This is an optimization exercise on Yosys and OpenROAD, whose aim is small area, not a production implementation. Function was checked by simulation only, so behaviour that the tests miss may differ from the original. The clock port is modelled as an ideal driver; clocking choices that lean on that would not hold on a real chip.

Design lost_chanbank, start of the top module:
module lost_chanbank #(
    parameter int NCHAN      = 8,
    parameter int FILT_LEN   = 3,
    parameter int DEPTH_LOG2 = 4,
    localparam int CHW       = $clog2(NCHAN)
) (
    input  logic                  clk,
    input  logic                  rstn,
    input  logic [NCHAN-1:0]      datain,
    input  logic [2*NCHAN-1:0]    edgemode,
    input  logic [63:0]           counterin,
    input  logic                  unload,
    input  logic [2:0]            byteaddr,
    input  logic [NCHAN-1:0]      clearoverrun,
    input  logic [CHW-1:0]        dropsel,
    output logic [7:0]            dataout,
    output logic [DEPTH_LOG2:0]   itemsinfifo,
    output logic [NCHAN-1:0]      overrun,
    output logic [7:0]            dropcnt,
    output logic                  attention
);
==> flow/config.mk <==
export PLATFORM = sky130hd
export DESIGN_NAME = lost_chanbank
export DESIGN_NICKNAME = lost_chanbank
export VERILOG_FILES = /design/flow/design.v
export SDC_FILE = /design/flow/constraint.sdc
export NUM_CORES = 4
export LEC_CHECK = 0
export CAP_MARGIN = 20
export CORE_MARGIN = 2
export CORE_UTILIZATION = 55
export SLEW_MARGIN = 20
export SYNTH_HIERARCHICAL = 1
==> flow/constraint.sdc <==
create_clock -name core_clock -period 8.0 [get_ports {clk}]
set_input_delay 1.6000 -clock core_clock [delete_from_list [all_inputs] [get_ports {clk}]]
set_output_delay 1.6000 -clock core_clock [all_outputs]
set_load 0.01 [all_outputs]
standard.sh (not shown) runs the stock make flow with config.mk's settings and CLKGATE_MAP_FILE= SYNTH_SCRIPT=/design/flow/synth_recipe.tcl, a recipe that flattens the netlist after the stock synthesis.
==> flow/flow/run.sh <==
#!/bin/bash
# The standard layout (standard.sh, with the standard synthesis unchanged) plus:
#  - flow/downsize.tcl before floorplanning: each cell gets the smallest variant of its family,
#    and the repair steps size up again where timing, slew or capacitance need it;
#  - a clock tree of small buffers without dummy loads;
#  - plain buf_1 cells as the port buffers;
# make's full output goes to flow_make.log; ORFS's per-step logs stay under orfs/logs/.
set -euo pipefail
here=$(pwd)
bash standard.sh finish \
  "PRE_FLOORPLAN_TCL=$here/flow/downsize.tcl" \
  "CTS_ARGS=-sink_clustering_enable -repair_clock_nets -dont_use_dummy_load -sink_clustering_size 16 -sink_clustering_max_diameter 50 -buf_list {sky130_fd_sc_hd__clkbuf_4 sky130_fd_sc_hd__clkbuf_8}" \
  "BUFFER_PORTS_ARGS=-buffer_cell sky130_fd_sc_hd__buf_1" \
  > flow_make.log 2>&1
==> flow/flow/downsize.tcl <==
# Before floorplanning: give every standard cell the smallest-area variant of its own family
# (same function and pins, e.g. o21ai_2 -> o21ai_0). Synthesis sizes cells for a fixed guessed
# load; the floorplan's and later repair steps size up again wherever timing, slew or
# capacitance needs it.
set db [ord::get_db]
set block [[$db getChip] getBlock]
set skip {fill tapvpwrvgnd decap diode conb probe probec}
array set best {}
array set best_area {}
foreach lib [$db getLibs] {
  foreach m [$lib getMasters] {
    set n [$m getName]
    if {![regexp {^(sky130_fd_sc_hd__([a-z0-9]+))_([0-9]+)$} $n -> fam base sz]} { continue }
    if {[lsearch -exact $skip $base] >= 0} { continue }
    set a [expr {[$m getWidth] * [$m getHeight]}]
    if {![info exists best($fam)] || $a < $best_area($fam)} {
      set best($fam) $m
      set best_area($fam) $a
    }
  }
}
set n_swapped 0
set saved 0
foreach inst [$block getInsts] {
  set m [$inst getMaster]
  if {![regexp {^(sky130_fd_sc_hd__[a-z0-9]+)_[0-9]+$} [$m getName] -> fam]} { continue }
  if {![info exists best($fam)]} { continue }
  set b $best($fam)
  if {$b eq $m} { continue }
  set a0 [expr {[$m getWidth] * [$m getHeight]}]
  if {$best_area($fam) >= $a0} { continue }
  if {[$inst swapMaster $b]} {
    incr n_swapped
    set saved [expr {$saved + $a0 - $best_area($fam)}]
  }
}
puts [format "downsize: %d cells given a smaller variant, %.1f um2 less" $n_swapped [expr {$saved / 1e6}]]
The first run passed the timing, DRC and antenna checks.
Rerun with:
--- a/flow/flow/run.sh
+++ b/flow/flow/run.sh
@@ -4,4 +4,5 @@
 #    and the repair steps size up again where timing, slew or capacitance need it;
 #  - a clock tree of small buffers without dummy loads;
+#  - flow/cts_leaf.tcl after CTS: smaller leaf clock buffers where the flip-flop clock slew allows;
 #  - plain buf_1 cells as the port buffers;
 # make's full output goes to flow_make.log; ORFS's per-step logs stay under orfs/logs/.
@@ -10,4 +11,5 @@
 bash standard.sh finish \
   "PRE_FLOORPLAN_TCL=$here/flow/downsize.tcl" \
+  "POST_CTS_TCL=$here/flow/cts_leaf.tcl" \
   "CTS_ARGS=-sink_clustering_enable -repair_clock_nets -dont_use_dummy_load -sink_clustering_size 16 -sink_clustering_max_diameter 50 -buf_list {sky130_fd_sc_hd__clkbuf_4 sky130_fd_sc_hd__clkbuf_8}" \
   "BUFFER_PORTS_ARGS=-buffer_cell sky130_fd_sc_hd__buf_1" \
==> flow/flow/cts_leaf.tcl (new file) <==
# After CTS: try a smaller clock buffer for each leaf buffer of the tree (one whose loads are all
# flip-flop clock pins) and keep it only while every flip-flop clock pin it drives keeps an
# estimated slew under leaf_slew_limit. The whole tree stays in place: only drive strengths change.
set leaf_slew_limit 0.105
set smaller {sky130_fd_sc_hd__clkbuf_4 sky130_fd_sc_hd__clkbuf_2}
estimate_parasitics -placement
proc leaf_sinks {inst} {
  set out [get_pins -of_objects $inst -filter "direction == output"]
  set net [get_nets -of_objects $out]
  set sinks {}
  foreach p [get_pins -of_objects $net -filter "direction == input"] {
    if {[get_property $p lib_pin_name] ne "CLK"} { return {} }
    lappend sinks $p
  }
  return $sinks
}
proc max_slew {pins} {
  set mx 0
  foreach p $pins { set s [get_property $p slew_max]; if {$s > $mx} { set mx $s } }
  return $mx
}
set n 0
foreach inst [get_cells -hierarchical *] {
  set m [get_property $inst ref_name]
  if {$m ne "sky130_fd_sc_hd__clkbuf_8" && $m ne "sky130_fd_sc_hd__clkbuf_16"} { continue }
  set sinks [leaf_sinks $inst]
  if {[llength $sinks] == 0} { continue }
  set best $m
  foreach c $smaller {
    replace_cell $inst $c
    estimate_parasitics -placement
    if {[max_slew $sinks] <= $leaf_slew_limit} { set best $c } else { break }
  }
  replace_cell $inst $best
  if {$best ne $m} { incr n }
}
estimate_parasitics -placement
puts "cts_leaf: $n leaf clock buffers given a smaller cell"
CAP_MARGIN = 0   (was 20)
CORE_UTILIZATION = 45   (was 55)
SLEW_MARGIN = 0   (was 20)
After rerunning: Worst hold slack stays flat. Wire length rose by 1.1%. Die area rose by 22%. Global-route usage falls by 6.0 points. Setup slack gets worse by 0.040 ns.
Rerun with:
--- a/flow/flow/run.sh
+++ b/flow/flow/run.sh
@@ -4,5 +4,4 @@
 #    and the repair steps size up again where timing, slew or capacitance need it;
 #  - a clock tree of small buffers without dummy loads;
-#  - flow/cts_leaf.tcl after CTS: smaller leaf clock buffers where the flip-flop clock slew allows;
 #  - plain buf_1 cells as the port buffers;
 # make's full output goes to flow_make.log; ORFS's per-step logs stay under orfs/logs/.
@@ -11,5 +10,4 @@
 bash standard.sh finish \
   "PRE_FLOORPLAN_TCL=$here/flow/downsize.tcl" \
-  "POST_CTS_TCL=$here/flow/cts_leaf.tcl" \
   "CTS_ARGS=-sink_clustering_enable -repair_clock_nets -dont_use_dummy_load -sink_clustering_size 16 -sink_clustering_max_diameter 50 -buf_list {sky130_fd_sc_hd__clkbuf_4 sky130_fd_sc_hd__clkbuf_8}" \
   "BUFFER_PORTS_ARGS=-buffer_cell sky130_fd_sc_hd__buf_1" \
CAP_MARGIN = 20   (was 0)
SLEW_MARGIN = 20   (was 0)
removed: flow/flow/cts_leaf.tcl
Global-route usage is about the same.
Setup slack improved by 0.022 ns.
Via count hardly moves.
Register-to-register slack gains 0.08 ns.
Synthesized cell count stays the same.
Final cell count stays flat.
Worst hold slack gets worse by 0.019 ns.
Design area climbs by 0.50%.
Routed wire length stays flat.
Sequential share of layout area drops by 0.26 points.
Rerun with:
CAP_MARGIN = 5   (was 20)
SLEW_MARGIN = 5   (was 20)
=> Global-route usage is unchanged. Fmax goes down by 0.92%. Core utilization went down by 0.10 points. Wire length barely changes. Worst setup slack got worse by 0.063 ns. Via count hardly moves.

==> re-timing with driven ports <==
The flow's constraints put no driver on any port. The routed layouts listed below were extracted and timed again, unchanged, in two steps.
Step 1: set_driving_cell puts a clkbuf_16 on clk and a buf_2 on each other input, an assumption about the parent block.
Step 2 also shifts input and output timing later by t, the mid clock arrival at the registers, as if the neighbouring blocks saw the same clock.
Slacks: ideal / step 1 / step 2; pairs: ideal / step 1.
run | t (ns) | setup WS [ns] | worst setup path after step 2
the first run | 0.904 | 1.205 / 1.131 / 1.131 | input to output
the second run | 0.980 | 1.165 / 1.067 / 1.067 | input to output
the third run | 0.987 | 1.187 / 1.082 / 1.082 | input to output
the fourth run | 0.993 | 1.124 / 1.025 / 1.025 | input to output
After both steps setup and hold are still met in every run listed. For the third run, which loses most, drivers alone change the setup slack by -0.105 ns; drivers and shift together by -0.105 ns.
